Source: an optimization exercise on an open RTL-to-GDS flow (aim: small area). Production flows keep margins and buffers that such runs may drop.
The RTL was checked by simulation tests, not by an equivalence proof against the original design.
Power is estimated from default activity; no workload was simulated.

[design/flow/config.mk]
export PLATFORM = sky130hd
export DESIGN_NAME = reg_file
export DESIGN_NICKNAME = reg_file
export VERILOG_FILES = /design/flow/design.v
export SDC_FILE = /design/flow/constraint.sdc
export NUM_CORES = 4
export LEC_CHECK = 0
export CAP_MARGIN = 15
export CORE_MARGIN = 2
export CORE_UTILIZATION = 40
export SLEW_MARGIN = 15
export SYNTH_HIERARCHICAL = 1
export SYNTH_MINIMUM_KEEP_SIZE = 0
[design/flow/constraint.sdc]
create_clock -name core_clock -period 8.0 [get_ports {clk}]
set_input_delay 1.6000 -clock core_clock [delete_from_list [all_inputs] [get_ports {clk}]]
set_output_delay 1.6000 -clock core_clock [all_outputs]
set_load 0.01 [all_outputs]
[design/flow/design.v]
package rv32_pkg;
  localparam int XLEN   = 32;
  localparam int NREGS  = 32;
  localparam int REG_AW = $clog2(NREGS);
  typedef logic [XLEN-1:0]   word_t;
  typedef logic [REG_AW-1:0] reg_addr_t;
  localparam reg_addr_t REG_X0 = '0;
endpackage
module rf_aoi222
(
  input  logic [2:0] a,
  input  logic [2:0] b,
  output logic       y
);
  assign y = ~((a[0] & b[0]) | (a[1] & b[1]) | (a[2] & b[2]));
endmodule
module rf_wmux
(
  input  logic we,
  input  logic we_n,
  input  logic d,
  input  logic q,
  output logic y
);
  assign y = (we & d) | (we_n & q);
endmodule
module rf_rdbit
(
  input  logic [rv32_pkg::NREGS-1:1] sel,
  input  logic [rv32_pkg::NREGS-1:1] d,
  output logic                       y
);
  localparam int NG = (rv32_pkg::NREGS - 1) / 3;    
  logic [NG-1:0] g_n;
  for (genvar g = 0; g < NG; g++) begin : g_grp
    rf_aoi222 u_aoi (
      .a (sel[3*g+3:3*g+1]),
      .b (d[3*g+3:3*g+1]),
      .y (g_n[g])
    );
  end
  assign y = ~(&g_n) | (sel[rv32_pkg::NREGS-1] & d[rv32_pkg::NREGS-1]);
endmodule
module reg_file_rdport
(
  input  rv32_pkg::reg_addr_t                             addr,
  input  logic [rv32_pkg::NREGS-1:1]                      valid,
  input  logic [rv32_pkg::NREGS-1:1][rv32_pkg::XLEN-1:0]  regs,
  output rv32_pkg::word_t                                 data
);
  logic [rv32_pkg::NREGS-1:1] sel;
  always_comb begin
    for (int i = 1; i < rv32_pkg::NREGS; i++)
      sel[i] = (addr == rv32_pkg::reg_addr_t'(i)) && valid[i];
  end
  for (genvar b = 0; b < rv32_pkg::XLEN; b++) begin : g_bit
    logic [rv32_pkg::NREGS-1:1] col;
    for (genvar i = 1; i < rv32_pkg::NREGS; i++) begin : g_col
      assign col[i] = regs[i][b];
    end
    rf_rdbit u_bit (
      .sel (sel),
      .d   (col),
      .y   (data[b])
    );
  end
endmodule
module reg_file
(
  input  logic      clk,
  input  logic      rst,
  input  rv32_pkg::reg_addr_t rs1,
  input  rv32_pkg::reg_addr_t rs2,
  input  rv32_pkg::reg_addr_t rsw,
  input  rv32_pkg::word_t     data_in,
  input  logic      RegWEn,
  output rv32_pkg::word_t     data_out_1,
  output rv32_pkg::word_t     data_out_2
);
  logic [rv32_pkg::NREGS-1:1][rv32_pkg::XLEN-1:0] regs_q;
  logic [rv32_pkg::NREGS-1:1][rv32_pkg::XLEN-1:0] regs_d;
  logic [rv32_pkg::NREGS-1:1]                     valid_q;
  logic [rv32_pkg::NREGS-1:1]                     wen;
  logic [rv32_pkg::NREGS-1:1]                     wen_n;
  always_comb begin
    for (int i = 1; i < rv32_pkg::NREGS; i++)
      wen[i] = RegWEn && (rsw == rv32_pkg::reg_addr_t'(i));
  end
  assign wen_n = ~wen;
  always_ff @(posedge clk or posedge rst) begin
    if (rst) valid_q <= '0;
    else     valid_q <= valid_q | wen;
  end
  for (genvar i = 1; i < rv32_pkg::NREGS; i++) begin : g_reg
    for (genvar b = 0; b < rv32_pkg::XLEN; b++) begin : g_bit
      rf_wmux u_wmux (
        .we   (wen[i]),
        .we_n (wen_n[i]),
        .d    (data_in[b]),
        .q    (regs_q[i][b]),
        .y    (regs_d[i][b])
      );
    end
  end
  always_ff @(posedge clk) begin
    regs_q <= regs_d;
  end
  reg_file_rdport u_rdport_1 (
    .addr  (rs1),
    .valid (valid_q),
    .regs  (regs_q),
    .data  (data_out_1)
  );
  reg_file_rdport u_rdport_2 (
    .addr  (rs2),
    .valid (valid_q),
    .regs  (regs_q),
    .data  (data_out_2)
  );
endmodule
[design/flow/flow/run.sh]
#!/bin/bash
# The standard ORFS layout (standard.sh), with two changes made through ORFS's
# own variables:
#  - port buffers are the smallest buffer instead of ORFS's default choice;
#  - clock tree synthesis clusters more sinks per buffer and inserts no dummy
#    loads.
# Synthesis, floorplan, power grid, tap cells, placement and routing are the
# standard flow's. Each tool's output goes to orfs/logs (ORFS's own logs) and
# the make output to flow_make.log in this folder.
set -euo pipefail
cd "$(dirname "$0")/.."
export BUFFER_PORTS_ARGS="-buffer_cell sky130_fd_sc_hd__buf_1"
export CTS_ARGS="-sink_clustering_enable -repair_clock_nets -dont_use_dummy_load -sink_clustering_size 25 -sink_clustering_max_diameter 70"
bash standard.sh > flow_make.log 2>&1
[design/flow/standard.sh]
#!/bin/bash
# synth_recipe.tcl (not shown) runs the flow's synth.tcl, then flattens the netlist and writes it again
# the make line also repeats each setting of config.mk as NAME=value (left out here)
make -C /OpenROAD-flow-scripts/flow DESIGN_CONFIG=/design/flow/config.mk WORK_HOME=/design/flow/orfs CLKGATE_MAP_FILE= SYNTH_SCRIPT=/design/flow/synth_recipe.tcl "${@:-finish}"
==> reports/results.txt, run 1 <==
Outcome: finished clean
Register area: 20600 um2
Final setup fails: 0
Placed insts: 4570
WL final: 194 mm
Post-route ant nets: 0
Cts repair resizes: 0
Area share of the largest cell type after synthesis: 0.510
Dpl hpwl: 107 mm
PnR Total Power: 11300 uW
Unrepaired setup endpoints after global routing: no
Crit Path Max Fanout: 32
Max-Cap Viols: 0
CTS max path bufs: 3
Period minus WS final: 6490 ps
Multi-input logic area: 18600 um2
Vias per cell: 8.29
RD Place Congestion: 0.962
Drt drc: 0
TritonRoute pass-1 iters: 14
Initial Util: 0.403
Cell Rows: 114
Pins Over Slew Limit: 0
Setup TNS: 0 ps
Die Y-Extent: 316 um
Tot GR Track Use: 0.370
First-pass GRT wire length: 268 mm
CTS buffer count: 52
Number of post-CTS setup repair buffers: 0
Crit path max-delay family: simple AND/OR/NAND/NOR gates
Root Buffer Master: clkbuf_16
Ports: 114
Peak supply drop: 172 uV
DRT iter0 DRCs: 10001
Setup Crit Path Kind: primary input to output pin
WP buf/inv: 2
Synth warn: 8
Final period utilization: 0.811
Post-layout util: 0.446
NumNets Final: 3398
Leakage: 0.0174 uW
Yosys reg bits: 1023
Synth cell types: 33
Critical Path Most Common Cell: buf_1
Clock-pin slew on the worst setup and hold paths: 90 ps
WP data required: 6400 ps
Dominant cells by area after synthesis: dfxtp_1, a22o_1, a222oi_1
Share of post-route cells with drive strength above 1: 0.0795
Mapped cell area: 38900 um2
Actual slew at the worst max-slew pin: 1380 ps
CTS tree: yes
Vias: 38399
HP Class: flip-flop to flip-flop
Crit end category: output pin
Total core area: 96600 um2
Syn-to-layout area delta: 10.6%
Yosys top cell by area: dfxtp_1
Most frequent cells in the layout: a22o_1, dfxtp_1, a222oi_1
Final Hold Vio Count: 0
Slowest stage cell, crit path: a2111o_1
Initial antenna violation count: 30
Routed wire per std cell: 41.9 um
Die area: 99800 um2
Syn nets: 3194
Vias in the first global route: 34802
Avg Cell Area, Syn: 12.4 um2
Worst Setup Slack, final: 1510 ps
Arrival time worst endpoint: 4890 ps
Post-Syn Instances: 3144
Worst slew margin: 0.0827
H-tree depth: 2
Worst-skew pair later-pin latency: 630 ps
Seq/Total Area, Yosys: 0.530
Post-route insts no fill: 4630
Crit-path cells: buf_1 > and3b_2 > and3_2 > a222oi_1 > nand4_1 > a2111o_1 > buf_1
Grt ovf: 0
Skew final: 0 ps
Power Dens Cells: 264 nW/um2
Worst path max stage delay: 580 ps
Largest net degree at the start of global routing: 33
Hold Buf Count CTS: 0
IO buf count: 113
Fmax: 154 MHz
CP Launch Type: primary input
Die width: 316 um
Worst slack, placed: 1880 ps
Clk sinks: 1023
Fillers: 8867
flip-flops by register name, indices dropped and copies added (netlist names):
| register | cells |
|---|---|
| regs_q | 992 |
| valid_q | 31 |
cell usage after synthesis, drive strengths merged:
cell     number
clkbuf        9
and4          1
nand4       129
a21o         31
dfrtp        31
and3         64
a2111o       64
a22o        992
nand4bb       3
or2           1
nor4bb        2
and4bb        1
and3b         6
and2          5
a222oi      640
nand2        96
nor2b        10
nand2b        2
nand4b        3
nor3b         6
buf          12
and4b         3
inv           1
nor4b         1
dfxtp       992
nor3          2
nor2         36
or4b          1
stage by stage:
step	instance area (um2)	hold slack, ps
floorplan	38900	433
global placement	41700	464
detailed placement	41700	464
CTS	43000	485
global route	43000	503
finish	43000	493
path summary, 6_finish.rpt:
path	slack [ps]	cells past startpoint	end	start
max	1510	7	data_out_2[26]	rs2[0]
min	490	1	valid_q[22]	valid_q[22]
max reg2reg	7250	1	valid_q[5]	valid_q[5]
min reg2reg	490	1	valid_q[22]	valid_q[22]
max in group asynchronous	6710	3	valid_q[16]	rst
min in group asynchronous	950	3	valid_q[20]	rst
Yosys stat by module, one instance, submodules excluded:
module,flip-flops and latches,cells inside,times used
reg_file,1023,1162,1
reg_file_rdport,0,47,2
rf_aoi222,0,1,640
rf_rdbit,0,4,64
rf_wmux,0,1,992
cells by family (layout without fill, tap and decap cells):
group | Yosys count | after routing | synth area share
compound gates | 1727 | 1727 | 0.412
flops | 1023 | 1023 | 0.530
simple gates | 372 | 372 | 0.0547
buf+inv | 22 | 224 | 0.00286
other cells | 0 | 8 | 0
layer usage:
layer / up-vias / track usage / part of all wire
li1: 15033 / - / -
met1: 18639 / 0.487 / 0.37
met2: 3809 / 0.514 / 0.40
met3: 882 / 0.149 / 0.17
met4: 36 / 0.199 / 0.065
met5: - / 0 / 0.0012
power breakdown:
part | internal [uW] | total, uW | leakage, uW | switching (uW)
Combinational | 797 | 1540 | 0.00811 | 742
Clock | 1160 | 2850 | 0.000641 | 1690
Sequential | 6110 | 6950 | 0.00861 | 841
Total | 8070 | 11300 | 0.0174 | 3280
area by class of cell:
cell class,instances,share of cell area
antenna,8,0.000465
clock buffer,52,0.0302
inverter,1,0.0000872
multi-input combinational,2099,0.431
sequential,1023,0.479
tap,1276,0.0371
timing repair buffer,171,0.0215
==> inputs of run 2 (changes only) <==
--- a/design/flow/flow/run.sh
+++ b/design/flow/flow/run.sh
@@ -12,3 +12,3 @@
 export BUFFER_PORTS_ARGS="-buffer_cell sky130_fd_sc_hd__buf_1"
-export CTS_ARGS="-sink_clustering_enable -repair_clock_nets -dont_use_dummy_load -sink_clustering_size 25 -sink_clustering_max_diameter 70"
+export CTS_ARGS="-sink_clustering_enable -repair_clock_nets -dont_use_dummy_load -sink_clustering_size 28 -sink_clustering_max_diameter 80"
 bash standard.sh > flow_make.log 2>&1
--- a/design/flow/config.mk
+++ b/design/flow/config.mk
@@ -7,6 +7,6 @@
 export LEC_CHECK = 0
-export CAP_MARGIN = 15
+export CAP_MARGIN = 10
 export CORE_MARGIN = 2
 export CORE_UTILIZATION = 40
-export SLEW_MARGIN = 15
+export SLEW_MARGIN = 10
 export SYNTH_HIERARCHICAL = 1
==> run 2 against run 1 <==
Net effect:
- still clean
- sequential power hardly changed
- count of clock-buffer cells in the layout is 6 lower
- register-to-register slack hardly changed
- critical path depth stayed put
- hold slack worse by 10 ps
- power is 1.5% lower
- synthesized area stayed put
- first-iteration DRC count is 7.5% higher
- non-clock buffer count is 2 lower
- sequential cell count stayed put
- sequential share of layout area is 0.22 points higher
- clock skew stayed put
==> reports/results.txt, run 2 <==
Crit end category: output pin
Area share of the largest cell type after synthesis: 0.510 (unchanged)
Arrival time worst endpoint: 4850 ps (-40 ps)
R2R Path Start: valid_q[5]
Most frequent cells in the layout: a22o_1, dfxtp_1, a222oi_1
First-pass GRT wire length: 269 mm (+0.49%)
Ys async rst share: 0.0303 (unchanged)
Final Hold Vio Count: 0 (unchanged)
Max FFs per register: 992 (unchanged)
Grt ovf: 0 (unchanged)
Largest net degree at the start of global routing: 33 (unchanged)
Skew final: 0 ps (unchanged)
CTS max path bufs: 3 (unchanged)
Setup Crit Path Kind: primary input to output pin
Outcome: finished clean
Worst slew margin: 0.0667 (-0.0160)
Peak supply drop: 162 uV (-6.1%)
Die width: 316 um (unchanged)
CTS buffer count: 46 (-12%)
Number of post-CTS setup repair buffers: 0 (unchanged)
Tot GR Track Use: 0.371 (+0.00142)
Pins Over Slew Limit: 0 (unchanged)
Placed insts: 4568 (-0.044%)
WP buf/inv: 2 (unchanged)
Register with the most flip-flops: regs_q
Fillers: 8918 (+0.58%)
R2R Setup Slk: 7250 ps (about the same)
Post-Syn Instances: 3144 (unchanged)
Root Buffer Master: clkbuf_16
Crit-path cells: buf_1 > and3b_2 > and3_2 > a222oi_1 > nand4_1 > a2111o_1 > buf_1
HP Class: flip-flop to flip-flop
Crit. Startpoint: rs2[0]
Post-layout util: 0.444 (-0.00203)
Routed wire per std cell: 41.9 um (about the same)
Vias per cell: 8.34 (+0.60%)
Die Y-Extent: 316 um (unchanged)
Yosys top cell by area: dfxtp_1
Initial Util: 0.403 (unchanged)
RD Place Congestion: 0.962 (unchanged)
Unrepaired setup endpoints after global routing: no
Hold path startpoint: valid_q[22]
IO buf count: 113 (unchanged)
Fmax: 155 MHz (+0.61%)
H-tree depth: 2 (unchanged)
Vias: 38604 (+0.53%)
Register area: 20600 um2 (unchanged)
DRT iter0 DRCs: 10749 (+7.5%)
EDFF count, synth: 0 (unchanged)
Max-Cap Viols: 0 (unchanged)
Cts repair resizes: 0 (unchanged)
Synth cell types: 33 (unchanged)
Total core area: 96600 um2 (unchanged)
Leakage: 0.0173 uW (-0.55%)
Drt drc: 0 (unchanged)
Ys flop type: dfxtp_1
Post-DP Area: 41700 um2 (-0.13%)
TritonRoute pass-1 iters: 13 (-1)
Die area: 99800 um2 (unchanged)
Worst path max stage delay: 620 ps (+40 ps)
WL final: 194 mm (about the same)
Cell Rows: 114 (unchanged)
Seq/Total Area, Yosys: 0.530 (unchanged)
Clk sinks: 1023 (unchanged)
Critical Path Most Common Cell: buf_1
Largest regs: regs_q x992, valid_q x31
Hold Buf Count CTS: 0 (unchanged)
Ports: 114 (unchanged)
WP data required: 6400 ps (about the same)
Multi-input logic area: 18600 um2 (about the same)
Post-route ant nets: 0 (unchanged)
Yosys reg bits: 1023 (unchanged)
NumNets Final: 3390 (-0.24%)
Dominant cells by area after synthesis: dfxtp_1, a22o_1, a222oi_1
Top cells by count, synth: a22o_1, dfxtp_1, a222oi_1, nand4_1, nand2_1
Actual slew at the worst max-slew pin: 1400 ps (+24.0 ps)
Final period utilization: 0.806 (-0.00492)
PnR Total Power: 11200 uW (-1.5%)
Share of post-route cells with drive strength above 1: 0.0773 (-0.00221)
Post-route insts no fill: 4627 (-0.065%)
Mapped cell area: 38900 um2 (unchanged)
Slowest stage cell, crit path: nand4_1
Power Dens Cells: 261 nW/um2 (-1.0%)
Clock-pin slew on the worst setup and hold paths: 90 ps (about the same)
CP Launch Type: primary input
Worst-skew pair later-pin latency: 620 ps (about the same)
Final setup fails: 0 (unchanged)
Crit path max-delay family: simple AND/OR/NAND/NOR gates
Syn-to-layout area delta: 10.1%
Period minus WS final: 6450 ps (-39.3 ps)
Vias in the first global route: 34927 (+0.36%)
Setup TNS: 0 ps (unchanged)
Crit Path Max Fanout: 32 (unchanged)
CTS tree: yes
Synth warn: 8 (unchanged)
Dpl hpwl: 107 mm (-0.29%)
Syn nets: 3194 (unchanged)
Initial antenna violation count: 24 (-20%)
Avg Cell Area, Syn: 12.4 um2 (unchanged)
Final Cell Area: 42800 um2 (-0.46%)
run 2: cell counts after synthesis:
Identical to the previous run, type by type.
run 2: metrics by stage:
stage                     hold slack (ps)  setup WS (ps)
after floorplan                       433           3270
after global placement                464           1890
after detailed placement              460           1900
after CTS                             482           1910
after global routing                  498           1620
final                                 483           1550
run 2: Yosys stat by module, one instance, submodules excluded:
| module | cell area, um2 | copies in the design | cells inside |
|---|---|---|---|
| rf_wmux | 8.76 | 992 | 1 |
| rf_rdbit | 27.5 | 64 | 4 |
| reg_file_rdport | 318 | 2 | 47 |
| reg_file | 21400 | 1 | 1162 |
| rf_aoi222 | 10.0 | 640 | 1 |
run 2: final cells by class:
type / instances / area share
Sequential cell: 1023 / 0.482
Clock buffer: 46 / 0.0269
Antenna cell: 13 / 0.000759
Multi-Input combinational cell: 2099 / 0.433
Inverter: 1 / 0.0000876
Tap cell: 1276 / 0.0373
Timing Repair Buffer: 169 / 0.0204
run 2: where the power goes:
group	leakage [uW]	internal (uW)	total, uW	switching (uW)
clock network	0.000567	1030	2690	1660
logic	0.00809	796	1540	742
registers	0.00861	6110	6950	838
run 2: path summary, 6_finish.rpt:
path | cells past startpoint | to
min in group asynchronous | 3 | valid_q[20]
worst min register to register | 1 | valid_q[22]
worst max register to register | 1 | valid_q[5]
max in group asynchronous | 3 | valid_q[25]
worst min-delay path | 1 | valid_q[22]
worst max-delay path | 7 | data_out_2[6]
run 2: cells by family after synthesis:
logic type	synth area share
buf+inv	0.00286
compound gates	0.412
simple gates	0.0547
flops	0.530
run 2: metal layers:
layer	vias to the layer above	share of wire	GRT usage
li1	15048	-	-
met1	18847	0.37	0.493
met2	3862	0.40	0.522
met3	833	0.16	0.138
met4	14	0.065	0.195
met5	-	0.00045	0

## port drivers added, routing unchanged
The flow's constraints put no driver on any port. The routed layouts listed below were extracted and timed again, unchanged, in two steps. Step 1 (the two cells are an assumption about what drives the block):
set clk [get_ports {clk}]
set_driving_cell -lib_cell sky130_fd_sc_hd__clkbuf_16 $clk
set_driving_cell -lib_cell sky130_fd_sc_hd__buf_2 [delete_from_list [all_inputs] $clk]
Step 2, shift: input delay + t, output delay - t, t = (earliest + latest rising clock arrival at the registers) / 2. This alone moves slack from input paths to output paths. Three values: ideal, step 1, step 2; two values: the first two.
run	t, ns	setup slack, ns	slew at the worst register clock pin (ns)	pins driven straight from the clock port
run 1	0.714	1.512 / 1.480 / 1.480	0.11 / 0.11	1
run 2	0.716	1.551 / 1.512 / 1.512	0.11 / 0.11	1
After both steps every run listed still meets setup and hold. For run 2, which loses most, drivers alone change the setup slack by -0.039 ns; drivers and shift together by -0.039 ns.
